From an optimization exercise on the open Yosys and OpenROAD flow, aimed at small area; shortcuts taken in it are not production practice. In this exercise RTL edits were held to simulation tests only and were not proved equivalent to the original. Power and IR drop assume default switching activity.

`flow/flow/run.sh`:
```
#!/bin/bash
# Standard ORFS layout (the standard.sh) with three changes:
#  - ABC maps the logic for area (flow/abc_area.script) instead of speed;
#    the registers and everything before ABC are as in the standard synthesis
#  - port buffers are the smallest buffer cell
#  - a leaner clock tree (clkbuf_8, larger sink clusters, no dummy loads)
set -euo pipefail
WORK=$(pwd)
rm -rf "$WORK/orfs_scripts"
cp -r "$FLOW_HOME/scripts" "$WORK/orfs_scripts"
cp "$WORK/flow/abc_area.script" "$WORK/orfs_scripts/abc_speed.script"
export SCRIPTS_DIR="$WORK/orfs_scripts"
export BUFFER_PORTS_ARGS="-buffer_cell sky130_fd_sc_hd__buf_1"
export CTS_ARGS="-sink_clustering_enable -repair_clock_nets -dont_use_dummy_load -buf_list sky130_fd_sc_hd__clkbuf_8 -sink_clustering_size 16 -sink_clustering_max_diameter 60"
bash standard.sh > standard.log 2>&1
```
`flow/flow/abc_area.script`:
```
strash
dc2
dch -f
amap
topo
stime -c
dnsize -c
```
`flow/standard.sh`:
```
#!/bin/bash
# synth_recipe.tcl (not shown) runs the flow's synth.tcl, then flattens the netlist and writes it again
# the make line also repeats each setting of config.mk as NAME=value (left out here)
make -C /OpenROAD-flow-scripts/flow DESIGN_CONFIG=/design/flow/config.mk WORK_HOME=/design/flow/orfs CLKGATE_MAP_FILE= SYNTH_SCRIPT=/design/flow/synth_recipe.tcl "${@:-finish}"
```
`flow/config.mk`:
```
export PLATFORM = sky130hd
export DESIGN_NAME = gpio_top
export DESIGN_NICKNAME = gpio_top
export VERILOG_FILES = /design/flow/design.v
export SDC_FILE = /design/flow/constraint.sdc
export NUM_CORES = 4
export LEC_CHECK = 0
export CAP_MARGIN = 20
export CORE_MARGIN = 2
export CORE_UTILIZATION = 40
export SLEW_MARGIN = 20
export SYNTH_HIERARCHICAL = 1
```
`flow/constraint.sdc`:
```
create_clock -name core_clock -period 7.0 [get_ports {PCLK}]
set_input_delay 1.4000 -clock core_clock [delete_from_list [all_inputs] [get_ports {PCLK}]]
set_output_delay 1.4000 -clock core_clock [all_outputs]
set_load 0.01 [all_outputs]
```
`flow/design.v`:
```
package gpio_pkg;
   typedef logic [32-1:0] pin_vec_t;
   typedef logic [32-1:0] apb_data_t;
   typedef logic [8-1:0] apb_addr_t;
   typedef logic [7:0] cfg_byte_t;
   typedef enum logic [2:0]
   {
      INT_LEVEL_HIGH = 3'd0,
      INT_LEVEL_LOW  = 3'd1,
      INT_EDGE_POS   = 3'd2,
      INT_EDGE_NEG   = 3'd3,
      INT_EDGE_BOTH  = 3'd4,
      INT_DISABLED   = 3'd7
   } int_type_e;
endpackage
`timescale 1ns/1ps
module gpio_inv  (input logic a, output logic y); assign y = ~a; endmodule
module gpio_and2 (input logic a, b, output logic y); assign y = a & b; endmodule
module gpio_and3 (input logic a, b, c, output logic y); assign y = a & b & c; endmodule
module gpio_nand2 (input logic a, b, output logic y); assign y = ~(a & b); endmodule
module gpio_nand3 (input logic a, b, c, output logic y); assign y = ~(a & b & c); endmodule
module gpio_nand4 (input logic a, b, c, d, output logic y); assign y = ~(a & b & c & d); endmodule
module gpio_nor2 (input logic a, b, output logic y); assign y = ~(a | b); endmodule
module gpio_or2  (input logic a, b, output logic y); assign y = a | b; endmodule
module gpio_apb_dec
(
   input  logic        psel_i,
   input  logic        penable_i,
   input  logic        pwrite_i,
   input  logic [7:0]  paddr_i,
   output logic [31:0] rsel_o,
   output logic [31:0] we_o,
   output logic [31:0] we_n_o,
   output logic        sel_intr_o,
   output logic        sel_gpin_o,
   output logic        sel_gpout_o,
   output logic        wr_intr_o,
   output logic        we_gpout_o,
   output logic        we_gpout_n_o
);
   logic       wr_en;
   logic [7:2] an;
   logic [7:0] lo_n;
   logic [3:0] hi_n, whi_n;
   gpio_and3 u_wr (.a(psel_i), .b(penable_i), .c(pwrite_i), .y(wr_en));
   for (genvar b = 2; b < 8; b++)
   begin : g_inv
      gpio_inv u_inv (.a(paddr_i[b]), .y(an[b]));
   end
   for (genvar i = 0; i < 8; i++)
   begin : g_lo
      gpio_nand3 u_lo (.a(i[2] ? paddr_i[4] : an[4]), .b(i[1] ? paddr_i[3] : an[3]),
                       .c(i[0] ? paddr_i[2] : an[2]), .y(lo_n[i]));
   end
   for (genvar j = 0; j < 4; j++)
   begin : g_hi
      gpio_nand3 u_hi  (.a(an[7]), .b(j[1] ? paddr_i[6] : an[6]),
                        .c(j[0] ? paddr_i[5] : an[5]), .y(hi_n[j]));
      gpio_nand4 u_whi (.a(wr_en), .b(an[7]), .c(j[1] ? paddr_i[6] : an[6]),
                        .d(j[0] ? paddr_i[5] : an[5]), .y(whi_n[j]));
   end
   for (genvar k = 0; k < 32; k++)
   begin : g_word
      gpio_nor2 u_rsel (.a(hi_n[k / 8]), .b(lo_n[k % 8]), .y(rsel_o[k]));
      gpio_nor2 u_we   (.a(whi_n[k / 8]), .b(lo_n[k % 8]), .y(we_o[k]));
      gpio_inv  u_wen  (.a(we_o[k]), .y(we_n_o[k]));
   end
   gpio_reg_dec u_reg (.wr_en(wr_en), .paddr_i(paddr_i), .sel_intr_o, .sel_gpin_o,
                       .sel_gpout_o, .wr_intr_o, .we_gpout_o, .we_gpout_n_o);
endmodule
module gpio_reg_dec
(
   input  logic        wr_en,
   input  logic [7:0]  paddr_i,
   output logic        sel_intr_o,
   output logic        sel_gpin_o,
   output logic        sel_gpout_o,
   output logic        wr_intr_o,
   output logic        we_gpout_o,
   output logic        we_gpout_n_o
);
   assign sel_intr_o   = (paddr_i == 8'h80);
   assign sel_gpin_o   = (paddr_i == 8'h90);
   assign sel_gpout_o  = (paddr_i == 8'hA0);
   assign wr_intr_o    = wr_en & sel_intr_o;
   assign we_gpout_o   = wr_en & sel_gpout_o;
   assign we_gpout_n_o = ~we_gpout_o;
endmodule
module gpio_hold8
(
   input  logic       we,
   input  logic       we_n,
   input  logic [7:0] w,
   input  logic [7:0] q,
   output logic [7:0] d
);
   assign d = ({8{we}} & w) | ({8{we_n}} & q);
endmodule
`timescale 1ns/1ps
module gpio_aoi222
(
   input  logic a1, a2, b1, b2, c1, c2,
   output logic y
);
   assign y = ~((a1 & a2) | (b1 & b2) | (c1 & c2));
endmodule
module gpio_aoi22
(
   input  logic a1, a2, b1, b2,
   output logic y
);
   assign y = ~((a1 & a2) | (b1 & b2));
endmodule
module gpio_aoi21
(
   input  logic a1, a2, b,
   output logic y
);
   assign y = ~((a1 & a2) | b);
endmodule
module gpio_nand12
(
   input  logic [11:0] n,
   output logic        y
);
   assign y = ~&n;
endmodule
module gpio_nand11
(
   input  logic [10:0] n,
   output logic        y
);
   assign y = ~&n;
endmodule
module gpio_sel32
(
   input  logic [31:0] sel,
   input  logic [31:0] q,
   output logic [10:0] n
);
   for (genvar g = 0; g < 10; g++)
   begin : g_grp
      gpio_aoi222 u_aoi (.a1(sel[3*g]), .a2(q[3*g]), .b1(sel[3*g+1]), .b2(q[3*g+1]),
                         .c1(sel[3*g+2]), .c2(q[3*g+2]), .y(n[g]));
   end
   gpio_aoi22 u_last (.a1(sel[30]), .a2(q[30]), .b1(sel[31]), .b2(q[31]), .y(n[10]));
endmodule
module gpio_aoi221
(
   input  logic a1, a2, b1, b2, c,
   output logic y
);
   assign y = ~((a1 & a2) | (b1 & b2) | c);
endmodule
module gpio_rd_lo
(
   input  logic [31:0] sel,
   input  logic [31:0] q,
   input  logic        sel_intr,
   input  logic        intr,
   input  logic        sel_gpout,
   input  logic        gpout,
   input  logic        gpin_t,
   output logic        y
);
   logic [11:0] n;
   gpio_sel32  u_sel (.sel(sel), .q(q), .n(n[10:0]));
   gpio_aoi221 u_hi (.a1(sel_intr), .a2(intr), .b1(sel_gpout), .b2(gpout), .c(gpin_t), .y(n[11]));
   gpio_nand12 u_or (.n(n), .y(y));
endmodule
module gpio_rd_cfg
(
   input  logic [31:0] sel,
   input  logic [31:0] q,
   output logic        y
);
   logic [10:0] n;
   gpio_sel32  u_sel (.sel(sel), .q(q), .n(n));
   gpio_nand11 u_or (.n(n), .y(y));
endmodule
module gpio_rd_hi
(
   input  logic sel_intr,
   input  logic intr,
   input  logic sel_gpout,
   input  logic gpout,
   input  logic gpin_t,
   output logic y
);
   assign y = (sel_intr & intr) | (sel_gpout & gpout) | gpin_t;
endmodule
`timescale 1ns/1ps
module gpio_type_enc
(
   input  logic [2:0] t,
   output logic [2:0] c
);
   always_comb
   begin
      case (t)
         3'd0:    c = 3'd0;
         3'd1:    c = 3'd1;
         3'd2:    c = 3'd2;
         3'd3:    c = 3'd4;
         3'd4:    c = 3'd6;
         3'd5:    c = 3'd3;
         3'd6:    c = 3'd5;
         default: c = 3'd7;
      endcase
   end
endmodule
module gpio_type_dec
(
   input  logic [2:0] c,
   output logic [2:0] t
);
   always_comb
   begin
      case (c)
         3'd0:    t = 3'd0;
         3'd1:    t = 3'd1;
         3'd2:    t = 3'd2;
         3'd4:    t = 3'd3;
         3'd6:    t = 3'd4;
         3'd3:    t = 3'd5;
         3'd5:    t = 3'd6;
         default: t = 3'd7;
      endcase
   end
endmodule
module gpio_pin_irq
(
   input  logic       en,
   input  logic [2:0] code,
   input  logic       s2,
   input  logic       s3,
   input  logic       pos,
   input  logic       neg,
   input  logic       nclr,
   output logic       pos_d,
   output logic       neg_d,
   output logic       int_o,
   output logic       intr_d
);
   logic src;
   always_comb
   begin
      case (code)
         3'd0:    src = s3;           
         3'd1:    src = ~s3;          
         3'd2:    src = pos;          
         3'd4:    src = neg;          
         3'd6:    src = pos | neg;    
         default: src = 1'b0;         
      endcase
   end
   assign int_o  = en & src;
   assign pos_d  = en & ((s2 & ~s3) | (pos & nclr));
   assign neg_d  = en & ((~s2 & s3) | (neg & nclr));
   assign intr_d = int_o & nclr;
endmodule
module gpio_or32
(
   input  logic [31:0] a,
   output logic        y
);
   assign y = |a;
endmodule
`timescale 1ns/1ps
module gpio_top
(
   input  logic                 PCLK,
   input  logic                 aresetn,
   input  logic                 psel_i,
   input  logic                 penable_i,
   input  logic                 pwrite_i,
   input  gpio_pkg::apb_addr_t  paddr_i,
   input  gpio_pkg::apb_data_t  pwdata_i,
   input  gpio_pkg::pin_vec_t   gpio_in_i,
   output gpio_pkg::apb_data_t  prdata_o,
   output logic                 pready_o,
   output logic                 pslverr_o,
   output gpio_pkg::pin_vec_t   gpio_out_o,
   output gpio_pkg::pin_vec_t   gpio_oe_o,
   output gpio_pkg::pin_vec_t   int_o,
   output logic                 int_or_o
);
   assign pready_o  = 1'b1;
   assign pslverr_o = 1'b0;
   logic [31:0] rsel, we, we_n;
   logic        sel_intr, sel_gpin, sel_gpout, wr_intr, we_gpout, we_gpout_n;
   gpio_apb_dec u_dec (
      .psel_i, .penable_i, .pwrite_i, .paddr_i,
      .rsel_o(rsel), .we_o(we), .we_n_o(we_n),
      .sel_intr_o(sel_intr), .sel_gpin_o(sel_gpin), .sel_gpout_o(sel_gpout),
      .wr_intr_o(wr_intr), .we_gpout_o(we_gpout), .we_gpout_n_o(we_gpout_n)
   );
   logic [7:0] wbyte;
   assign wbyte[4:0] = pwdata_i[4:0];
   gpio_type_enc u_enc (.t(pwdata_i[7:5]), .c(wbyte[7:5]));
   logic [7:0]  cfg_q [32];
   logic [7:0]  cfg_d [32];
   logic [31:0] gpout_q, gpout_d;
   for (genvar k = 0; k < 32; k++)
   begin : g_cfg
      gpio_hold8 u_hold (.we(we[k]), .we_n(we_n[k]), .w(wbyte), .q(cfg_q[k]), .d(cfg_d[k]));
      always_ff @(posedge PCLK or negedge aresetn)
      begin
         if (!aresetn)
            cfg_q[k] <= '0;
         else
            cfg_q[k] <= cfg_d[k];
      end
   end
   for (genvar b = 0; b < 4; b++)
   begin : g_gpout
      gpio_hold8 u_hold (.we(we_gpout), .we_n(we_gpout_n), .w(pwdata_i[8*b +: 8]),
                         .q(gpout_q[8*b +: 8]), .d(gpout_d[8*b +: 8]));
   end
   always_ff @(posedge PCLK or negedge aresetn)
   begin
      if (!aresetn)
         gpout_q <= 32'h0000_0000;
      else
         gpout_q <= gpout_d;
   end
   logic [31:0] cfg_bit [8];
   always_comb
   begin
      for (int b = 0; b < 8; b++)
         for (int k = 0; k < 32; k++)
            cfg_bit[b][k] = cfg_q[k][b];
   end
   logic [31:0] out_en, in_en, oe_en, int_en;
   assign out_en = cfg_bit[0];
   assign in_en  = cfg_bit[1];
   assign oe_en  = cfg_bit[2];
   assign int_en = cfg_bit[3];
   for (genvar i = 0; i < 32; i++)
   begin : g_pins
      gpio_and2 u_out (.a(gpout_q[i]), .b(out_en[i]), .y(gpio_out_o[i]));
      gpio_and2 u_oe  (.a(oe_en[i]), .b(out_en[i]), .y(gpio_oe_o[i]));
   end
   logic [31:0] gpin1, gpin2, gpin3;
   always_ff @(posedge PCLK or negedge aresetn)
   begin
      if (!aresetn)
      begin
         gpin1 <= '0;
         gpin2 <= '0;
         gpin3 <= '0;
      end
      else
      begin
         gpin1 <= gpio_in_i;
         gpin2 <= gpin1;
         gpin3 <= gpin2;
      end
   end
   logic [31:0] nclr;
   for (genvar i = 0; i < 32; i++)
   begin : g_nclr
      gpio_nand2 u_nclr (.a(wr_intr), .b(pwdata_i[i]), .y(nclr[i]));
   end
   logic [31:0] edge_pos, edge_neg, intr_q;
   logic [31:0] pos_d, neg_d, intr_d;
   for (genvar i = 0; i < 32; i++)
   begin : g_pin
      gpio_pin_irq u_irq (
         .en(int_en[i]), .code(cfg_q[i][5 +: 3]),
         .s2(gpin2[i]), .s3(gpin3[i]), .pos(edge_pos[i]), .neg(edge_neg[i]), .nclr(nclr[i]),
         .pos_d(pos_d[i]), .neg_d(neg_d[i]), .int_o(int_o[i]), .intr_d(intr_d[i])
      );
   end
   always_ff @(posedge PCLK or negedge aresetn)
   begin
      if (!aresetn)
      begin
         edge_pos <= '0;
         edge_neg <= '0;
         intr_q   <= '0;
      end
      else
      begin
         edge_pos <= pos_d;
         edge_neg <= neg_d;
         intr_q   <= intr_d;
      end
   end
   gpio_or32 u_or (.a(int_o), .y(int_or_o));
   logic [31:0] gpin_t;
   for (genvar i = 0; i < 32; i++)
   begin : g_gpin
      gpio_and3 u_gpin (.a(sel_gpin), .b(gpin3[i]), .c(in_en[i]), .y(gpin_t[i]));
   end
   for (genvar b = 0; b < 5; b++)
   begin : g_rd_lo
      gpio_rd_lo u_rd (.sel(rsel), .q(cfg_bit[b]), .sel_intr(sel_intr), .intr(intr_q[b]),
                       .sel_gpout(sel_gpout), .gpout(gpout_q[b]), .gpin_t(gpin_t[b]),
                       .y(prdata_o[b]));
   end
   logic [2:0] code_rd, type_rd, hi_rd;
   for (genvar b = 5; b < 8; b++)
   begin : g_rd_type
      gpio_rd_cfg u_rd (.sel(rsel), .q(cfg_bit[b]), .y(code_rd[b-5]));
      gpio_rd_hi u_hi (.sel_intr(sel_intr), .intr(intr_q[b]), .sel_gpout(sel_gpout),
                       .gpout(gpout_q[b]), .gpin_t(gpin_t[b]), .y(hi_rd[b-5]));
   end
   gpio_type_dec u_tdec (.c(code_rd), .t(type_rd));
   for (genvar b = 0; b < 3; b++)
   begin : g_rd_or
      gpio_or2 u_or (.a(type_rd[b]), .b(hi_rd[b]), .y(prdata_o[5 + b]));
   end
   for (genvar b = 8; b < 32; b++)
   begin : g_rd_hi
      gpio_rd_hi u_rd (.sel_intr(sel_intr), .intr(intr_q[b]), .sel_gpout(sel_gpout),
                       .gpout(gpout_q[b]), .gpin_t(gpin_t[b]), .y(prdata_o[b]));
   end
endmodule
```
==> results of run 1 <==
[critical path, cell delays in order]
cell	delay, ns
buf_1	0.15
clkinv_1	0.23
nand3_1	0.43
nor2_1	0.24
a222oi_1	0.67
nand4_1	0.19
nor2_1	0.28
nand4_1	0.26
o21ai_0	0.31
o21ai_0	0.12
or2_0	0.21
buf_1	0.13
[through the flow]
step	power, mW	hold slack (ns)	setup WS (ns)	cell area, um2	utilization [%]
CTS	4.84	0.338	1.05	21800	45.5
global placement	3.41	0.332	1.15	21300	44.3
detailed placement	3.42	0.335	1.07	21300	44.3
global route	5.00	0.347	0.725	21800	45.5
finish	4.81	0.337	0.971	21800	45.5
floorplan	3.19	0.331	0.982	19500	-
[per-module statistics from Yosys (local to each module, per instance), a selection]
module,times used,flip-flops and latches,area (um2),cells inside
gpio_inv,38,0,3.75,1
gpio_nand4,4,0,6.26,1
gpio_nand2,32,0,3.75,1
gpio_top,1,480,12000,484
gpio_nand12,5,0,25.0,4
gpio_pin_irq,32,0,67.6,13
gpio_rd_hi,27,0,10.0,1
gpio_or32,1,0,68.8,11
gpio_aoi222,80,0,10.0,1
gpio_reg_dec,1,0,58.8,10
gpio_nor2,64,0,3.75,1
gpio_and2,64,0,6.26,1
gpio_type_enc,1,0,37.5,8
gpio_type_dec,1,0,46.3,10
gpio_or2,3,0,6.26,1
[layer usage]
layer  share of wire (%)  vias to the layer above
li1                    -                     6824
met1                  43                     8041
met2                  47                      688
met3                 7.6                      118
met4                 2.9                        4
met5               0.039                        -
[synthesized netlist by cell type, drive strengths merged, types with 5 or more instances]
library cell	instances
dfrtp	480
and3	33
a221o	27
a222oi	80
a21oi	65
nor4	8
a221oi	5
nand3	12
a22o	288
or2	6
a22oi	73
and2	97
nand4	30
o32a	32
clkinv	109
nand2	34
nor2	232
or3	5
[path summary, 6_finish.rpt]
check / to / slack (ns) / cells past startpoint
max: prdata_o[7] / 0.97 / 12
min: gpin2[13] / 0.34 / 0
max reg2reg: intr_q[11] / 5.24 / 6
min reg2reg: gpin2[13] / 0.34 / 0
max in group asynchronous: gpin2[11] / 4.53 / 2
min in group asynchronous: gpin2[13] / 0.94 / 1
[kinds of logic after synthesis]
logic type,Yosys count,share of synthesized area (%)
compound gates,575,24.9
buf+inv,111,2.17
flops,480,61.6
other cells,2,0.0385
simple gates,461,11.3
[power groups by stage]
stage,Clock (mW),Sequential (mW),Combinational [mW]
finish,1.44,3.01,0.358
global placement,0,3.06,0.350
global route,1.58,3.02,0.395
detailed placement,0,3.06,0.359
CTS,1.48,3.01,0.360
floorplan,0,3.00,0.189
[cell type report]
cell class | count | area (um2) | share of cell area [%]
sequential | 480 | 12000 | 55.0
multi-input combinational | 1038 | 7110 | 32.6
timing repair buffer | 221 | 948 | 4.34
tap | 615 | 769 | 3.52
clock buffer | 42 | 578 | 2.65
inverter | 109 | 410 | 1.88
[sequential cells by signal, summed over array words and instances, names as in the netlist]
name,flops
cfg_q,256
edge_neg,32
edge_pos,32
gpin1,32
gpin2,32
gpin3,32
gpout_q,32
intr_q,32
==> out/results.tsv, run 1 <==
metric	value	unit
hold buffers post-CTS	0	
die area	50600	um2
Syn Inst Count	1629	
DR WL/cell	26.4	um
Max-Cap Viols	0	
Final Hold Fails	0	
vias in the first global route	15400	
met3 GRT Util	4.18	%
total net switching power	1.25	mW
CORE AREA	47900	um2
Top Usage Layer GRT	met2	
largest net degree at the start of global routing	182	
syn nets	1706	
die width	225	um
Initial Utilization	40.7	%
Detail Route Antenna Nets	0	
startpoint types	primary input	
Fillers	4511	
Detailed Place HPWL	46.1	mm
leakage power	9.46	nW
Yosys reg bits	480	
Yosys top cell area share	61.6	%
final setup violation count	0	
Max clock buf depth	3	
met1 GRT Util	37.1	%
crit path DAT	4.63	ns
Syn Area/Cell	12.0	um2
slew margin rel.	24.3	%
post-synthesis async set-or-reset flop share	100	%
clk_skew	0.0455	ns
layout net count	1969	
Net Sw Frac	26.0	%
number of library cell types mapped by synthesis	26	
depth of the CTS H-tree	2	
Layout area overhead	11.9	%
power density over the cells	220	nW/um2
total global routing overflow	0	
commonest non-fill, non-tap cell in the layout	dfrtp_1	
number of remaining DRC errors	0	
predominant post-synthesis flop cell	dfrtp_1	
setup_tns	0	ns
Final Max Slew Viols	0	
critical path type	primary input to output pin	
Vias	15700	
diodes inserted	0	
total CTS buffers	42	
Least-Margin Pin Slew	1.14	ns
clock sink count	480	
Post-CTS Setup Repair Bufs	0	
Critical Path End Type	output pin	
Via density	6.26	
status	no timing/DRC/antenna violations	
Post-Layout Cell Count	2505	
io pins	208	
Data required, critical path	5.60	ns
Critical path origin	paddr_i[7]	
WL final	66.0	mm
post-CTS sizing	0	
GPL Wtd Cong	0.949	
final period utilization	86.1	%
met2 Use GR	41.1	%
GRT Resource Usage Total	26.2	%
Worst-Skew Late Latency	0.65	ns
Logic pwr share	7.5	%
synth warn	15	
clk slew on worst S/H paths	0.09	ns
layout cells sized above 1	3.81	%
RSZ-0062 raised after global routing	false	
Clock Tree Root	clkbuf_8	
register area share after synthesis	61.6	%
min cycle time layout	6.03	ns
VDD IR-drop max	0.138	mV
internal power	3.56	mW
mapped cell area	19500	um2
CTS tree	yes	
post-synth top area cell	dfrtp_1	
Die Y	225	um
Hold Path Class	register to register	
Post-synth EDFFs	0	
Synth area leaders	dfrtp_1, a22o_1, nor2_1, a222oi_1, and2_0	
TritonRoute pass-1 iters	8	
cell count after placement	2463	
first-pass GRT wire length	98.9	mm
most frequent cells in the layout	dfrtp_1, a22o_1, nor2_1, buf_1, clkinv_1	
port bufs	205	
sequential share of power	62.6	%
Clk pwr share	30.0	%
worst r2r src	gpin3[11]	
num rows	80	
worst min-delay path startpoint	gpin1[13]	
DRT iter0 DRCs	1825	
f_max	166	MHz
antenna violations before repair	3	
Max FO, Critical Path	8	
==> run 2: changes to the inputs <==
--- a/flow/design.v
+++ b/flow/design.v
@@ -347,13 +347,10 @@
       if (!aresetn)
-      begin
          gpin1 <= '0;
-         gpin2 <= '0;
-         gpin3 <= '0;
-      end
       else
-      begin
          gpin1 <= gpio_in_i;
-         gpin2 <= gpin1;
-         gpin3 <= gpin2;
-      end
+   end
+   always_ff @(posedge PCLK)
+   begin
+      gpin2 <= gpin1;
+      gpin3 <= gpin2;
    end
@@ -374,16 +371,7 @@
    end
-   always_ff @(posedge PCLK or negedge aresetn)
+   always_ff @(posedge PCLK)
    begin
-      if (!aresetn)
-      begin
-         edge_pos <= '0;
-         edge_neg <= '0;
-         intr_q   <= '0;
-      end
-      else
-      begin
-         edge_pos <= pos_d;
-         edge_neg <= neg_d;
-         intr_q   <= intr_d;
-      end
+      edge_pos <= pos_d;
+      edge_neg <= neg_d;
+      intr_q   <= intr_d;
    end
==> run 2 against run 1 <==
Compared with the run above:
- still clean
- core utilization fell by 0.18 points
- global-route usage rose by 1.0 points
- clock-buffer cell count fell by 1
- critical path type unchanged
- largest power group unchanged
==> out/results.tsv, run 2 <==
metric	value	unit	change
status	no timing/DRC/antenna violations		unchanged
top layer in use	met5		unchanged
Syn Inst Count	1629		unchanged
Final Max Slew Viols	0		unchanged
Post-CTS Setup Repair Bufs	0		unchanged
top-count cell post-synth	dfrtp_1		unchanged
worst r2r src	cfg_q[11][5]		was gpin3[11]
post-CTS sizing	0		unchanged
largest net degree at the start of global routing	174		was 182
number of remaining DRC errors	0		unchanged
final setup violation count	0		unchanged
number of library cell types mapped by synthesis	27		was 26
TritonRoute pass-1 iters	14		was 8
Max FO, Critical Path	8		unchanged
cell count after placement	2458		was 2463
reg2reg end	intr_q[11]		unchanged
Final Hold Fails	0		unchanged
WL final	66.4	mm	was 66.0 mm
Syn Area/Cell	11.5	um2	was 12.0 um2
Max-Cap Viols	0		unchanged
Post-synth EDFFs	0		unchanged
final worst setup slack	1.10	ns	was 0.971 ns
register area share after synthesis	59.9	%	was 61.6%
Detailed Place HPWL	47.3	mm	was 46.1 mm
most frequent cells in the layout	dfrtp_1, a22o_1, nor2_1, buf_1, dfxtp_1		was dfrtp_1, a22o_1, nor2_1, buf_1, clkinv_1
Hold Path Sink	gpin3[31]		was gpin2[13]
DRT iter0 DRCs	2041		was 1825
Yosys top cell area share	42.8	%	was 61.6%
Via density	6.32		was 6.26
post-synth top area cell	dfrtp_1		unchanged
list of most frequent post-synthesis cells	dfrtp_1, a22o_1, nor2_1		unchanged
Yosys reg bits	480		unchanged
antenna violations before repair	3		unchanged
Post-Layout Cell Count	2501		was 2505
clock sink count	480		unchanged
DR WL/cell	26.5	um	was 26.4 um
num rows	79		was 80
WL met2	29.4	mm	was 30.7 mm
leakage power	8.70	nW	was 9.46 nW
worst-path cell chain	buf_1, clkinv_1, nand3_1, nor2_1, a222oi_1, nand4_1, nor2_1, nand4_1, o21ai_0, o21ai_0, or2_0, buf_1		unchanged
die width	220	um	was 225 um
layout cells sized above 1	3.81	%	about the same
VDD IR-drop max	0.136	mV	was 0.138 mV
Worst-Skew Late Latency	0.65	ns	about the same
Clock Tree Root	clkbuf_8		unchanged
Least-Margin Pin Slew	1.17	ns	was 1.14 ns
Initial Utilization	40.4	%	was 40.7%
Vias	15800		was 15700
critical path type	primary input to output pin		unchanged
R2R depth	5		was 6
predominant post-synthesis flop cell	dfrtp_1		unchanged
met3 wire length	6.13	mm	was 5.01 mm
GRT Resource Usage Total	27.3	%	was 26.2%
RSZ-0062 raised after global routing	false		unchanged
met1 wire length	28.1	mm	was 28.4 mm
CP peak stage delay	0.50	ns	was 0.67 ns
Largest register FFs	256		unchanged
slew margin rel.	22.1	%	was 24.3%
synth warn	15		unchanged
delay-heaviest family, CP	simple AND/OR/NAND/NOR gates		unchanged
port bufs	205		unchanged
DP Area	20500	um2	was 21300 um2
Data required, critical path	5.60	ns	about the same
fin util	45.4	%	was 45.5%
mapped cell area	18700	um2	was 19500 um2
CORE AREA	46400	um2	was 47900 um2
syn nets	1706		unchanged
die area	48500	um2	was 50600 um2
hold-critical path depth	0		unchanged
f_max	170	MHz	was 166 MHz
layout net count	1971		was 1969
crit path DAT	4.50	ns	was 4.63 ns
total global routing overflow	0		unchanged
Max clock buf depth	3		unchanged
pre-CTS setup slack	1.20	ns	was 1.07 ns
crit path max-delay cell type	a222oi_1		unchanged
fin area	21000	um2	was 21800 um2
commonest non-fill, non-tap cell in the layout	dfrtp_1		unchanged
min cycle time layout	5.90	ns	was 6.03 ns
first-pass GRT wire length	97.8	mm	was 98.9 mm
setup_tns	0	ns	unchanged
clk_skew	0.0590	ns	was 0.0455 ns
clk slew on worst S/H paths	0.09	ns	about the same
power density over the cells	227	nW/um2	was 220 nW/um2
post-synthesis async set-or-reset flop share	66.7	%	was 100%
Layout area overhead	12.4	%	was 11.9%
startpoint types	primary input		unchanged
depth of the CTS H-tree	2		unchanged
WP buf/inv	3		unchanged
FF-to-FF setup slack	5.16	ns	was 5.24 ns
Die Y	220	um	was 225 um
vias in the first global route	15000		was 15400
Synth area leaders	dfrtp_1, dfxtp_1, a22o_1, nor2_1, a222oi_1		was dfrtp_1, a22o_1, nor2_1, a222oi_1, and2_0
CTS tree	yes		unchanged
GPL Wtd Cong	0.947		was 0.949
Detail Route Antenna Nets	0		unchanged
Hold Path Class	register to register		unchanged
io pins	208		unchanged
Critical Path End Type	output pin		unchanged
worst min-delay path startpoint	gpin2[31]		was gpin1[13]
total CTS buffers	41		was 42
Top reg by flops	cfg_q		unchanged
final period utilization	84.2	%	was 86.1%
hold buffers post-CTS	0		unchanged
run 2: area by class of cell:
class,instances,area (um2)
diodes,2,5.00
clock buffers,41,564
fillers,4359,25300
inverters,109,409
multi-input cells,1038,7120
flip-flops and latches,480,11200
well taps,607,759
repair buffers,224,958
run 2: per-module statistics from Yosys, one instance, submodules excluded, a selection:
module / flops+latches / cells inside
gpio_nand11: 0 / 4
gpio_inv: 0 / 1
gpio_pin_irq: 0 / 13
gpio_nand4: 0 / 1
gpio_or2: 0 / 1
gpio_type_dec: 0 / 10
gpio_type_enc: 0 / 8
gpio_and2: 0 / 1
run 2: metal layers:
layer / vias to the layer above / track usage [%]
met5: - / 0
met4: 2 / 10.6
met3: 168 / 5.62
met2: 844 / 41.3
met1: 7942 / 38.4
li1: 6848 / -
run 2: stage by stage:
step / power (mW) / hold WS [ns]
floorplan: 3.18 / 0.324
global placement: 3.39 / 0.326
detailed placement: 3.40 / 0.327
CTS: 4.79 / 0.325
global route: 4.94 / 0.328
finish: 4.77 / 0.314
run 2: how the worst max path moves through the flow:
stage	start	end	slack, ns	cells after the start
floorplan	paddr_i[0]	gpout_q[0]	0.98	6
global placement	paddr_i[2]	prdata_o[7]	1.33	12
detailed placement	paddr_i[2]	prdata_o[7]	1.20	12
CTS	paddr_i[2]	prdata_o[7]	1.20	12
global route	paddr_i[2]	prdata_o[7]	0.93	12
finish	paddr_i[2]	prdata_o[7]	1.10	12
run 2: cells by family (layout without fill, tap and decap cells):
logic type      Yosys count  count (layout)  synth area share (%)
buf+inv                 111             374                  2.27
simple gates            461             461                  11.8
compound gates          575             575                  26.0
flops                   480             480                  59.9
other cells               2               4                0.0401
run 2: power breakdown:
part	leakage [nW]	internal, mW	switching (mW)
Combinational	2.75	0.134	0.210
Clock	0.295	0.526	0.900
Sequential	5.66	2.87	0.131
==> run 3: changes to the inputs <==
--- a/flow/design.v
+++ b/flow/design.v
@@ -232,3 +232,3 @@
 (
-   input  logic       en,
+   input  logic       en_n,
    input  logic [2:0] code,
@@ -244,3 +244,4 @@
 );
-   logic src;
+   logic en, src;
+   assign en = ~en_n;
    always_comb
@@ -298,3 +299,5 @@
    logic [7:0] wbyte;
-   assign wbyte[4:0] = pwdata_i[4:0];
+   assign wbyte[2:0] = pwdata_i[2:0];
+   assign wbyte[4]   = pwdata_i[4];
+   gpio_inv u_wen (.a(pwdata_i[3]), .y(wbyte[3]));
    gpio_type_enc u_enc (.t(pwdata_i[7:5]), .c(wbyte[7:5]));
@@ -309,3 +312,3 @@
          if (!aresetn)
-            cfg_q[k] <= '0;
+            cfg_q[k] <= 8'h08;    
          else
@@ -333,3 +336,3 @@
    end
-   logic [31:0] out_en, in_en, oe_en, int_en;
+   logic [31:0] out_en, in_en, oe_en, int_en_n;
    assign out_en = cfg_bit[0];
@@ -337,3 +340,3 @@
    assign oe_en  = cfg_bit[2];
-   assign int_en = cfg_bit[3];
+   assign int_en_n = cfg_bit[3];
    for (genvar i = 0; i < 32; i++)
@@ -366,3 +369,3 @@
       gpio_pin_irq u_irq (
-         .en(int_en[i]), .code(cfg_q[i][5 +: 3]),
+         .en_n(int_en_n[i]), .code(cfg_q[i][5 +: 3]),
          .s2(gpin2[i]), .s3(gpin3[i]), .pos(edge_pos[i]), .neg(edge_neg[i]), .nclr(nclr[i]),
@@ -383,4 +386,11 @@
    end
+   logic en_rd_n, en_rd, en_hi;
+   gpio_rd_cfg u_rd_en (.sel(rsel), .q(cfg_bit[3]), .y(en_rd_n));
+   gpio_nor2 u_en_rd (.a(paddr_i[7]), .b(en_rd_n), .y(en_rd));
+   gpio_rd_hi u_hi_en (.sel_intr(sel_intr), .intr(intr_q[3]), .sel_gpout(sel_gpout),
+                       .gpout(gpout_q[3]), .gpin_t(gpin_t[3]), .y(en_hi));
+   gpio_or2 u_or_en (.a(en_rd), .b(en_hi), .y(prdata_o[3]));
    for (genvar b = 0; b < 5; b++)
    begin : g_rd_lo
+      if (b != 3)
       gpio_rd_lo u_rd (.sel(rsel), .q(cfg_bit[b]), .sel_intr(sel_intr), .intr(intr_q[b]),
==> run 3 against run 2 <==
Compared with the run above:
- still clean on timing, DRC and antenna
- die area down 0.35%
- final area decreased by 0.17%
- sequential share of layout area grew 0.28 points
- clock skew decreased by 0.010 ns
- power rose by 6.0%
- clock power is essentially flat
- cell count shrank 1.1%
- first-iteration DRC count is 6.5% lower
- critical endpoint unchanged
- largest power group unchanged
==> out/results.tsv, run 3 <==
metric	value	unit	change
port bufs	205		unchanged
setup_tns	0	ns	unchanged
Max-Cap Viols	0		unchanged
num rows	79		unchanged
Fillers	4340		was 4359
predominant post-synthesis flop cell	dfrtp_1		unchanged
Post-CTS Setup Repair Bufs	0		unchanged
Vias	15400		was 15800
list of most frequent post-synthesis cells	a22o_1, dfrtp_1, nor2_1		was dfrtp_1, a22o_1, nor2_1
clk_skew	0.0488	ns	was 0.0590 ns
slew margin rel.	32.2	%	was 22.1%
f_max	162	MHz	was 170 MHz
layout net count	1946		was 1971
Final Hold Fails	0		unchanged
register area share after synthesis	60.3	%	was 59.9%
Via density	6.21		was 6.32
Clock Tree Root	clkbuf_8		unchanged
Layout area overhead	12.6	%	was 12.4%
Max clock buf depth	3		unchanged
post-synthesis async set-or-reset flop share	66.7	%	unchanged
post-CTS sizing	0		unchanged
Hold Path Class	register to register		unchanged
CTS tree	yes		unchanged
synth warn	15		unchanged
startpoint types	primary input		unchanged
most frequent cells in the layout	a22o_1, dfrtp_1, nor2_1, buf_1, dfxtp_1		was dfrtp_1, a22o_1, nor2_1, buf_1, dfxtp_1
fin area	21000	um2	about the same
die width	220	um	about the same
leakage power	8.80	nW	was 8.70 nW
GRT Resource Usage Total	26.7	%	was 27.3%
clock sink count	480		unchanged
crit path max-delay cell type	a222oi_1		unchanged
Worst-Skew Late Latency	0.64	ns	was 0.65 ns
min cycle time layout	6.17	ns	was 5.90 ns
layout cells sized above 1	5.78	%	was 3.81%
vias in the first global route	14700		was 15000
diodes inserted	0		was 2
Detailed Place HPWL	45.5	mm	was 47.3 mm
final period utilization	88.2	%	was 84.2%
power density over the cells	241	nW/um2	was 227 nW/um2
Final Max Slew Viols	0		unchanged
total global routing overflow	0		unchanged
first-pass GRT wire length	95.1	mm	was 97.8 mm
critical path type	primary input to output pin		unchanged
final setup violation count	0		unchanged
Yosys top cell area share	38.7	%	was 42.8%
antenna violations before repair	0		was 3
Top reg by flops	cfg_q		unchanged
depth of the CTS H-tree	2		unchanged
DR WL/cell	26.2	um	was 26.5 um
Die Y	220	um	about the same
io pins	208		unchanged
met1 wire length	27.3	mm	was 28.1 mm
VDD IR-drop max	0.125	mV	was 0.136 mV
Max FO, Critical Path	8		unchanged
Post-synth EDFFs	0		unchanged
post-synth top area cell	dfrtp_1		unchanged
hold-critical path depth	0		unchanged
number of remaining DRC errors	0		unchanged
TritonRoute pass-1 iters	9		was 14
hold buffers post-CTS	0		unchanged
Initial Utilization	40.3	%	was 40.4%
Hold Worst Slack	0.308	ns	was 0.314 ns
Largest register FFs	256		unchanged
clk slew on worst S/H paths	0.09	ns	about the same
R2R depth	5		unchanged
met3 wire length	6.06	mm	was 6.13 mm
Data required, critical path	5.60	ns	about the same
GPL Wtd Cong	0.949		was 0.947
status	no timing/DRC/antenna violations		unchanged
worst-path cell chain	buf_1, clkinv_1, nand3_1, nor2_1, a222oi_1, nand4_1, nor2_1, nand4_1, o21ai_0, o21ai_0, or2_0, buf_1		unchanged
DRT iter0 DRCs	1909		was 2041
CP peak stage delay	0.58	ns	was 0.50 ns
Yosys reg bits	480		unchanged
Critical Path End Type	output pin		unchanged
die area	48300	um2	was 48500 um2
mapped cell area	18600	um2	was 18700 um2
total CTS buffers	43		was 41
RSZ-0062 raised after global routing	false		unchanged
Syn Inst Count	1600		was 1629
Synth area leaders	dfrtp_1, dfxtp_1, a22o_1, nor2_1, dfstp_2		was dfrtp_1, dfxtp_1, a22o_1, nor2_1, a222oi_1
DP Area	20400	um2	was 20500 um2
largest net degree at the start of global routing	179		was 174
top layer in use	met4		was met5
Least-Margin Pin Slew	1.02	ns	was 1.17 ns
WL met2	29.2	mm	was 29.4 mm
Detail Route Antenna Nets	0		unchanged
crit path DAT	4.77	ns	was 4.50 ns
Syn Area/Cell	11.7	um2	was 11.5 um2
number of library cell types mapped by synthesis	28		was 27
syn nets	1677		was 1706
CORE AREA	46300	um2	was 46400 um2
WL final	64.8	mm	was 66.4 mm
==> run 3: per-module statistics from Yosys (local to each module, per instance), a selection <==
module         copies in the design  cells  flops+latches  cell area (um2)
gpio_inv                         39      1              0             3.75
gpio_or32                         1     11              0             68.8
gpio_nand12                       4      4              0             25.0
gpio_or2                          4      1              0             6.26
gpio_reg_dec                      1     10              0             58.8
gpio_type_dec                     1     10              0             46.3
gpio_nand2                       32      1              0             3.75
gpio_pin_irq                     32     12              0             63.8
gpio_nand4                        4      1              0             6.26
gpio_type_enc                     1      8              0             37.5
gpio_nor2                        65      1              0             3.75
gpio_top                          1    484            480            11300
gpio_rd_hi                       28      1              0             10.0
gpio_and2                        64      1              0             6.26
gpio_aoi22                        8      1              0             7.51
==> run 3: final timing paths <==
| path | to | from | slack (ns) |
|---|---|---|---|
| hold / removal | gpin3[22] | gpin2[22] | 0.31 |
| min in group asynchronous | gpout_q[13] | aresetn | 0.79 |
| setup reg to reg | intr_q[10] | cfg_q[10][5] | 5.21 |
| hold reg to reg | gpin3[22] | gpin2[22] | 0.31 |
| max in group asynchronous | gpin1[22] | aresetn | 4.72 |
| setup / recovery | prdata_o[7] | paddr_i[4] | 0.83 |
==> run 3: cell type report <==
type                    count  area, um2  area share [%]
repair buffers            226        972            4.63
flip-flops and latches    480      11300            53.6
multi-input cells        1040       7120            33.9
well taps                 607        759            3.62
clock buffers              43        592            2.82
inverters                  78        293            1.39
==> run 3: where the power goes <==
group          internal [mW]  leakage (nW)  total (mW)  switching [mW]
Combinational          0.189          2.91       0.486           0.297
Clock                  0.549         0.309        1.44           0.896
Sequential              2.97          5.58        3.13           0.164
Total                   3.70          8.80        5.06            1.36
==> run 3: per-layer routing <==
layer	up-vias	GRT usage, %
met5	-	0
met4	0	8.84
met2	718	41.5
li1	6776	-
met3	129	6.36
met1	7734	36.8
==> run 3: critical path, delay by kind of cell <==
family,cells,cell delay [ns]
compound gates,3,1.04
buf+inv,3,0.65
simple gates,6,1.67
==> run 3: kinds of logic (layout without fill, tap and decap cells) <==
group | Yosys count | after routing | synth area share [%]
compound gates | 575 | 575 | 26.1
buf+inv | 80 | 347 | 1.65
flops | 480 | 480 | 60.3
other cells | 2 | 2 | 0.0403
simple gates | 463 | 463 | 11.9
==> run 3: through the flow <==
| step | instances | total power, mW | worst slack, ns | util [%] |
|---|---|---|---|---|
| 6_report | 2474 | 5.06 | 0.827 | 45.4 |
| 2_1_floorplan | 1600 | 3.39 | 0.981 | - |
| 3_3_place_gp | 2431 | 3.65 | 1.09 | 44.1 |
| 4_1_cts | 2474 | 5.09 | 0.976 | 45.4 |
| 5_1_grt | 2474 | 5.28 | 0.748 | 45.4 |
| 3_5_place_dp | 2431 | 3.67 | 0.981 | 44.1 |
==> run 4: changes to the inputs <==
--- a/flow/design.v
+++ b/flow/design.v
@@ -31,3 +31,3 @@
    output logic [31:0] rsel_o,
-   output logic [31:0] we_o,
+   output logic        wr_en_o,
    output logic [31:0] we_n_o,
@@ -43,3 +43,3 @@
    logic [7:0] lo_n;
-   logic [3:0] hi_n, whi_n;
+   logic [3:0] hi_n;
    gpio_and3 u_wr (.a(psel_i), .b(penable_i), .c(pwrite_i), .y(wr_en));
@@ -58,4 +58,2 @@
                         .c(j[0] ? paddr_i[5] : an[5]), .y(hi_n[j]));
-      gpio_nand4 u_whi (.a(wr_en), .b(an[7]), .c(j[1] ? paddr_i[6] : an[6]),
-                        .d(j[0] ? paddr_i[5] : an[5]), .y(whi_n[j]));
    end
@@ -64,5 +62,5 @@
       gpio_nor2 u_rsel (.a(hi_n[k / 8]), .b(lo_n[k % 8]), .y(rsel_o[k]));
-      gpio_nor2 u_we   (.a(whi_n[k / 8]), .b(lo_n[k % 8]), .y(we_o[k]));
-      gpio_inv  u_wen  (.a(we_o[k]), .y(we_n_o[k]));
+      gpio_nand2 u_wen (.a(rsel_o[k]), .b(wr_en), .y(we_n_o[k]));
    end
+   assign wr_en_o = wr_en;
    gpio_reg_dec u_reg (.wr_en(wr_en), .paddr_i(paddr_i), .sel_intr_o, .sel_gpin_o,
@@ -290,3 +288,4 @@
    assign pslverr_o = 1'b0;
-   logic [31:0] rsel, we, we_n;
+   logic [31:0] rsel, we_n;
+   logic        wr_en;
    logic        sel_intr, sel_gpin, sel_gpout, wr_intr, we_gpout, we_gpout_n;
@@ -294,3 +293,3 @@
       .psel_i, .penable_i, .pwrite_i, .paddr_i,
-      .rsel_o(rsel), .we_o(we), .we_n_o(we_n),
+      .rsel_o(rsel), .wr_en_o(wr_en), .we_n_o(we_n),
       .sel_intr_o(sel_intr), .sel_gpin_o(sel_gpin), .sel_gpout_o(sel_gpout),
@@ -303,2 +302,7 @@
    gpio_type_enc u_enc (.t(pwdata_i[7:5]), .c(wbyte[7:5]));
+   logic [7:0] wgated;
+   for (genvar b = 0; b < 8; b++)
+   begin : g_wgate
+      gpio_and2 u_wg (.a(wr_en), .b(wbyte[b]), .y(wgated[b]));
+   end
    logic [7:0]  cfg_q [32];
@@ -308,3 +312,3 @@
    begin : g_cfg
-      gpio_hold8 u_hold (.we(we[k]), .we_n(we_n[k]), .w(wbyte), .q(cfg_q[k]), .d(cfg_d[k]));
+      gpio_hold8 u_hold (.we(rsel[k]), .we_n(we_n[k]), .w(wgated), .q(cfg_q[k]), .d(cfg_d[k]));
       always_ff @(posedge PCLK or negedge aresetn)
@@ -319,3 +323,6 @@
    begin : g_gpout
-      gpio_hold8 u_hold (.we(we_gpout), .we_n(we_gpout_n), .w(pwdata_i[8*b +: 8]),
+      logic we_b, we_b_n;
+      gpio_and2  u_we  (.a(wr_en), .b(sel_gpout), .y(we_b));
+      gpio_nand2 u_wen (.a(wr_en), .b(sel_gpout), .y(we_b_n));
+      gpio_hold8 u_hold (.we(we_b), .we_n(we_b_n), .w(pwdata_i[8*b +: 8]),
                          .q(gpout_q[8*b +: 8]), .d(gpout_d[8*b +: 8]));
==> run 4 against run 3 <==
Compared with the run above:
- clock power about the same
- sequential power about the same
- via count decreased by 1.8%
- sequential share of layout area increased by 0.20 points
- flip-flop and latch count unchanged
- core utilization increased by 0.51 points
- power decreased by 1.1%
- first-iteration DRC count decreased by 4.3%
- combinational power decreased by 6.6%
- routed wire length decreased by 5.5%
- still clean
- worst hold slack improved by 0.036 ns
==> out/results.tsv, run 4 <==
metric	value	unit	change
most frequent cells in the layout	a22o_1, dfrtp_1, buf_1, nor2_1, dfxtp_1		was a22o_1, dfrtp_1, nor2_1, buf_1, dfxtp_1
Max-Cap Viols	0		unchanged
critical path type	primary input to output pin		unchanged
final setup violation count	0		unchanged
Initial Utilization	40.8	%	was 40.3%
status	no timing/DRC/antenna violations		unchanged
io pins	208		unchanged
syn nets	1655		was 1677
antenna violations before repair	2		was 0
Detailed Place HPWL	43.0	mm	was 45.5 mm
Vias	15100		was 15400
min cycle time layout	6.00	ns	was 6.17 ns
number of remaining DRC errors	0		unchanged
clk_skew	0.0383	ns	was 0.0488 ns
cell count after placement	2406		was 2431
pre-CTS setup slack	1.13	ns	was 0.981 ns
TritonRoute pass-1 iters	10		was 9
CORE AREA	45600	um2	was 46300 um2
Hold Path Class	register to register		unchanged
Syn Area/Cell	11.8	um2	was 11.7 um2
final period utilization	85.6	%	was 88.2%
startpoint types	primary input		unchanged
Fillers	4297		was 4340
Final Hold Fails	0		unchanged
Critical path origin	paddr_i[7]		was paddr_i[4]
Worst-Skew Late Latency	0.65	ns	was 0.64 ns
Largest register FFs	256		unchanged
synth warn	15		unchanged
Final Max Slew Viols	0		unchanged
num rows	78		was 79
leakage power	8.78	nW	was 8.80 nW
post-CTS sizing	0		unchanged
worst min-delay path startpoint	gpin2[25]		was gpin2[22]
layout net count	1928		was 1946
DR WL/cell	25.0	um	was 26.2 um
Die Y	220	um	about the same
total global routing overflow	0		unchanged
Clock Tree Root	clkbuf_8		unchanged
clock sink count	480		unchanged
die area	48200	um2	was 48300 um2
Syn Inst Count	1578		was 1600
Data required, critical path	5.60	ns	about the same
DRT iter0 DRCs	1826		was 1909
total CTS buffers	41		was 43
Detail Route Antenna Nets	0		unchanged
GPL Wtd Cong	0.910		was 0.949
Post-CTS Setup Repair Bufs	0		unchanged
f_max	167	MHz	was 162 MHz
RSZ-0062 raised after global routing	false		unchanged
VDD IR-drop max	0.138	mV	was 0.125 mV
worst r2r src	cfg_q[3][5]		was cfg_q[10][5]
Post-Layout Cell Count	2450		was 2474
port bufs	205		unchanged
crit path DAT	4.60	ns	was 4.77 ns
Critical Path End Type	output pin		unchanged
hold buffers post-CTS	0		unchanged
Hold Worst Slack	0.344	ns	was 0.308 ns
Layout area overhead	12.6	%	about the same
final worst setup slack	1.00	ns	was 0.827 ns
Via density	6.15		was 6.21
die width	220	um	about the same
power density over the cells	239	nW/um2	was 241 nW/um2
CTS tree	yes		unchanged
multi-input logic area	7190	um2	was 7120 um2
GRT Resource Usage Total	25.3	%	was 26.7%
vias in the first global route	14700		about the same
clk slew on worst S/H paths	0.09	ns	about the same
slew margin rel.	26.2	%	was 32.2%
first-pass GRT wire length	91.4	mm	was 95.1 mm
Max FO, Critical Path	17		was 8
Top reg by flops	cfg_q		unchanged
setup_tns	0	ns	unchanged
depth of the CTS H-tree	2		unchanged
WL final	61.3	mm	was 64.8 mm
Storage cell area	11300	um2	unchanged
Max clock buf depth	3		unchanged
mapped cell area	18600	um2	about the same
largest net degree at the start of global routing	125		was 179
layout cells sized above 1	6.33	%	was 5.78%
Least-Margin Pin Slew	1.10	ns	was 1.02 ns
run 4: where the power goes:
part / internal (mW) / switching (mW) / total, mW
registers: 2.97 / 0.156 / 3.12
logic: 0.188 / 0.266 / 0.454
clock network: 0.526 / 0.905 / 1.43
total: 3.68 / 1.33 / 5.01
run 4: final cells by class:
class                      instances  share of cell area, %
inverter                          45                  0.808
timing repair buffer             232                   4.73
multi-input combinational       1051                   34.4
tap                              600                   3.59
sequential                       480                   53.8
antenna                            1                 0.0120
clock buffer                      41                   2.70
run 4: metrics by stage:
step                      cell area, um2  power [mW]  util [%]
final                              20900        5.01      45.9
after global routing               20900        5.24      45.9
after CTS                          20900        5.05      45.8
after detailed placement           20300        3.63      44.6
after global placement             20300        3.61      44.6
after floorplan                    18600        3.39         -
run 4: worst max-delay path, cell delays in order:
cell and delay [ns]:
buf_1 0.28, clkinv_1 0.20, nand3_1 0.32, nor2_1 0.33, a222oi_1 0.55, nand4_1 0.25, nor2_1 0.31, nand4_1 0.19
o21ai_0 0.26, o21a_1 0.19, or2_0 0.15, buf_1 0.16
run 4: worst paths after layout:
check	slack, ns	endpoint	depth (start not counted)
max	1.00	prdata_o[5]	12
min	0.34	gpin3[25]	0
max reg2reg	5.30	intr_q[3]	5
min reg2reg	0.34	gpin3[25]	0
max in group asynchronous	4.66	cfg_q[24][1]	2
min in group asynchronous	0.83	gpin1[4]	1
run 4: routing by layer:
metal / wire length, um / track usage (%) / up-vias
li1: - / - / 6765
met1: 27100 / 35.9 / 7607
met2: 27900 / 39.5 / 621
met3: 4960 / 5.07 / 84
met4: 1320 / 7.03 / 0
met5: 0 / 0 / -
==> run 5: changes to the inputs <==
--- a/flow/config.mk
+++ b/flow/config.mk
@@ -7,6 +7,6 @@
 export LEC_CHECK = 0
-export CAP_MARGIN = 20
+export CAP_MARGIN = 5
 export CORE_MARGIN = 2
-export CORE_UTILIZATION = 40
-export SLEW_MARGIN = 20
+export CORE_UTILIZATION = 50
+export SLEW_MARGIN = 5
 export SYNTH_HIERARCHICAL = 1
==> run 5 against run 4 <==
Compared with the run above:
- via count is 0.13% lower
- die area is 20% lower
- register-to-register slack worse by 0.07 ns
- combinational power hardly changed
- global-route usage is 5.6 points higher
- critical path type unchanged
- largest cell class unchanged
- highest routed layer unchanged
==> out/results.tsv, run 5 <==
metric	value	unit	change
worst r2r src	cfg_q[3][5]		unchanged
worst-path cell chain	buf_1, clkinv_1, nand3_1, nor2_1, a222oi_1, nand4_1, nor2_1, nand4_1, o21ai_0, o21a_1, or2_0, buf_1		unchanged
critical path type	primary input to output pin		unchanged
first-pass GRT wire length	90.0	mm	was 91.4 mm
Data required, critical path	5.60	ns	about the same
clk_skew	0.0455	ns	was 0.0383 ns
VDD IR-drop max	0.149	mV	was 0.138 mV
final period utilization	88.3	%	was 85.6%
Logic pwr share	9.1	%	about the same
slew margin rel.	18.2	%	was 26.2%
Detailed Place HPWL	42.2	mm	was 43.0 mm
diodes inserted	0		was 1
f_max	162	MHz	was 167 MHz
total net switching power	1.31	mW	was 1.33 mW
Max FO, Critical Path	17		unchanged
Vias	15100		about the same
worst min-delay path startpoint	gpin1[1]		was gpin2[25]
most frequent cells in the layout	a22o_1, dfrtp_1, buf_1, nor2_1, dfxtp_1		unchanged
DR WL/cell	25.8	um	was 25.0 um
GPL Wtd Cong	0.937		was 0.910
Syn Inst Count	1578		unchanged
synth warn	15		unchanged
clk slew on worst S/H paths	0.08	ns	was 0.09 ns
CP peak stage delay	0.59	ns	was 0.55 ns
CTS tree	yes		unchanged
Hold Path Class	register to register		unchanged
Post-CTS Setup Repair Bufs	0		unchanged
Layout area overhead	11.5	%	was 12.6%
status	no timing/DRC/antenna violations		unchanged
final setup violation count	0		unchanged
met3 GRT Util	5.12	%	was 5.07%
crit path max-delay cell type	a222oi_1		unchanged
total CTS buffers	39		was 41
Worst-Skew Late Latency	0.64	ns	was 0.65 ns
syn nets	1655		unchanged
TritonRoute pass-1 iters	8		was 10
die width	197	um	was 220 um
sequential share of power	62.9	%	was 62.3%
Critical path origin	paddr_i[7]		unchanged
RSZ-0062 raised after global routing	false		unchanged
Largest register FFs	256		unchanged
Final Hold Fails	0		unchanged
io pins	208		unchanged
hold buffers post-CTS	0		unchanged
antenna violations before repair	0		was 2
Clock Tree Root	clkbuf_8		unchanged
port bufs	205		unchanged
number of remaining DRC errors	0		unchanged
CORE AREA	36600	um2	was 45600 um2
Max-Cap Viols	0		unchanged
Detail Route Antenna Nets	0		unchanged
Net Sw Frac	26.4	%	was 26.5%
Final Max Slew Viols	0		unchanged
Via density	6.51		was 6.15
startpoint types	primary input		unchanged
layout net count	1925		was 1928
Die Y	197	um	was 220 um
delay-heaviest family, CP	simple AND/OR/NAND/NOR gates		unchanged
WP buf/inv	3		unchanged
depth of the CTS H-tree	2		unchanged
WL final	59.7	mm	was 61.3 mm
DRT iter0 DRCs	1730		was 1826
Top reg by flops	cfg_q		unchanged
num rows	70		was 78
die area	38700	um2	was 48200 um2
setup_tns	0	ns	unchanged
min cycle time layout	6.18	ns	was 6.00 ns
GRT Resource Usage Total	30.9	%	was 25.3%
clock sink count	480		unchanged
met2 Use GR	46.2	%	was 39.5%
layout cells sized above 1	5.90	%	was 6.33%
FF-to-FF setup slack	5.23	ns	was 5.30 ns
vias in the first global route	14300		was 14700
Least-Margin Pin Slew	1.22	ns	was 1.10 ns
post-CTS sizing	0		unchanged
Max clock buf depth	3		unchanged
Top Usage Layer GRT	met1		was met2
met1 GRT Util	46.5	%	was 35.9%
power density over the cells	239	nW/um2	about the same
leakage power	8.77	nW	was 8.78 nW
mapped cell area	18600	um2	unchanged
Critical Path End Type	output pin		unchanged
crit path DAT	4.78	ns	was 4.60 ns
Clk pwr share	28.0	%	was 28.6%
total global routing overflow	0		unchanged
largest net degree at the start of global routing	169		was 125
internal power	3.65	mW	was 3.68 mW
fin util	56.6	%	was 45.9%
Initial Utilization	50.8	%	was 40.8%
Syn Area/Cell	11.8	um2	unchanged
-- run 5: cell type report --
cell class / instances / area (um2)
Tap cell: 468 / 586
Inverter: 45 / 169
Multi-Input combinational cell: 1051 / 7170
Fill cell: 3209 / 15900
Sequential cell: 480 / 11300
Clock buffer: 39 / 537
Timing Repair Buffer: 231 / 1010
-- run 5: metal layers --
layer / up-vias / share of wire [%]
met5: - / 0
met4: 0 / 2.4
met3: 96 / 8.2
met2: 675 / 44
met1: 7536 / 45
li1: 6750 / -
-- run 5: per-stage QoR --
stage	worst slack (ns)	cells	instance area, um2	hold slack, ns	power, mW
2_1_floorplan	0.726	1578	18600	0.324	3.39
3_3_place_gp	1.20	2275	20200	0.324	3.61
3_5_place_dp	0.998	2275	20200	0.327	3.63
4_1_cts	0.993	2314	20700	0.329	4.98
5_1_grt	0.760	2314	20700	0.344	5.17
6_report	0.822	2314	20700	0.334	4.96
-- run 5: power groups by stage --
| stage | logic, mW | registers (mW) | clock network [mW] |
|---|---|---|---|
| finish | 0.451 | 3.12 | 1.39 |
| global route | 0.502 | 3.15 | 1.52 |
| CTS | 0.453 | 3.12 | 1.41 |
| detailed placement | 0.451 | 3.18 | 0 |
| global placement | 0.441 | 3.17 | 0 |
| floorplan | 0.279 | 3.11 | 0 |
-- run 5: path summary, 6_finish.rpt --
check / end / cells past startpoint
max reg2reg: intr_q[3] / 5
max: prdata_o[5] / 12
min: gpin2[1] / 0
min in group asynchronous: gpin1[11] / 1
min reg2reg: gpin2[1] / 0
max in group asynchronous: gpin1[18] / 2
-- run 5: worst register-to-register path, stage by stage (launching register included) --
cell and delay (ns):
dfrtp_1 0.47, nor2_1 0.13, a21oi_1 0.05, o32a_1 0.29, nor2_1 0.58, and2_0 0.21

[re-timing with driven ports]
Ports are ideal in the flow. The routed layouts listed here were re-timed in OpenROAD. Step 1 (the two cells are an assumption about what drives the block):
set clk [get_ports {PCLK}]
set_driving_cell -lib_cell sky130_fd_sc_hd__clkbuf_16 $clk
set_driving_cell -lib_cell sky130_fd_sc_hd__buf_2 [delete_from_list [all_inputs] $clk]
Step 2 times the ports against the registers' clock, not the clock port: input delays grow and output delays shrink by t, the midpoint of the rising clock arrivals with the driver on. a / b / c = ideal ports / drivers / drivers and shift; a / b = the first two.
| run | t (ns) | setup WS [ns] | cell pins on the clock port's net |
|---|---|---|---|
| run 1 | 0.685 | 0.971 / 0.947 / 0.947 | 1 |
| run 2 | 0.672 | 1.103 / 1.078 / 1.078 | 1 |
| run 3 | 0.671 | 0.827 / 0.800 / 0.800 | 1 |
| run 4 | 0.667 | 1.005 / 0.967 / 0.967 | 1 |
| run 5 | 0.666 | 0.822 / 0.799 / 0.799 | 1 |
After both steps setup and hold are still met in every run listed. The setup slack of run 4, which loses most, moves by -0.038 ns with the drivers and by -0.038 ns with both steps.
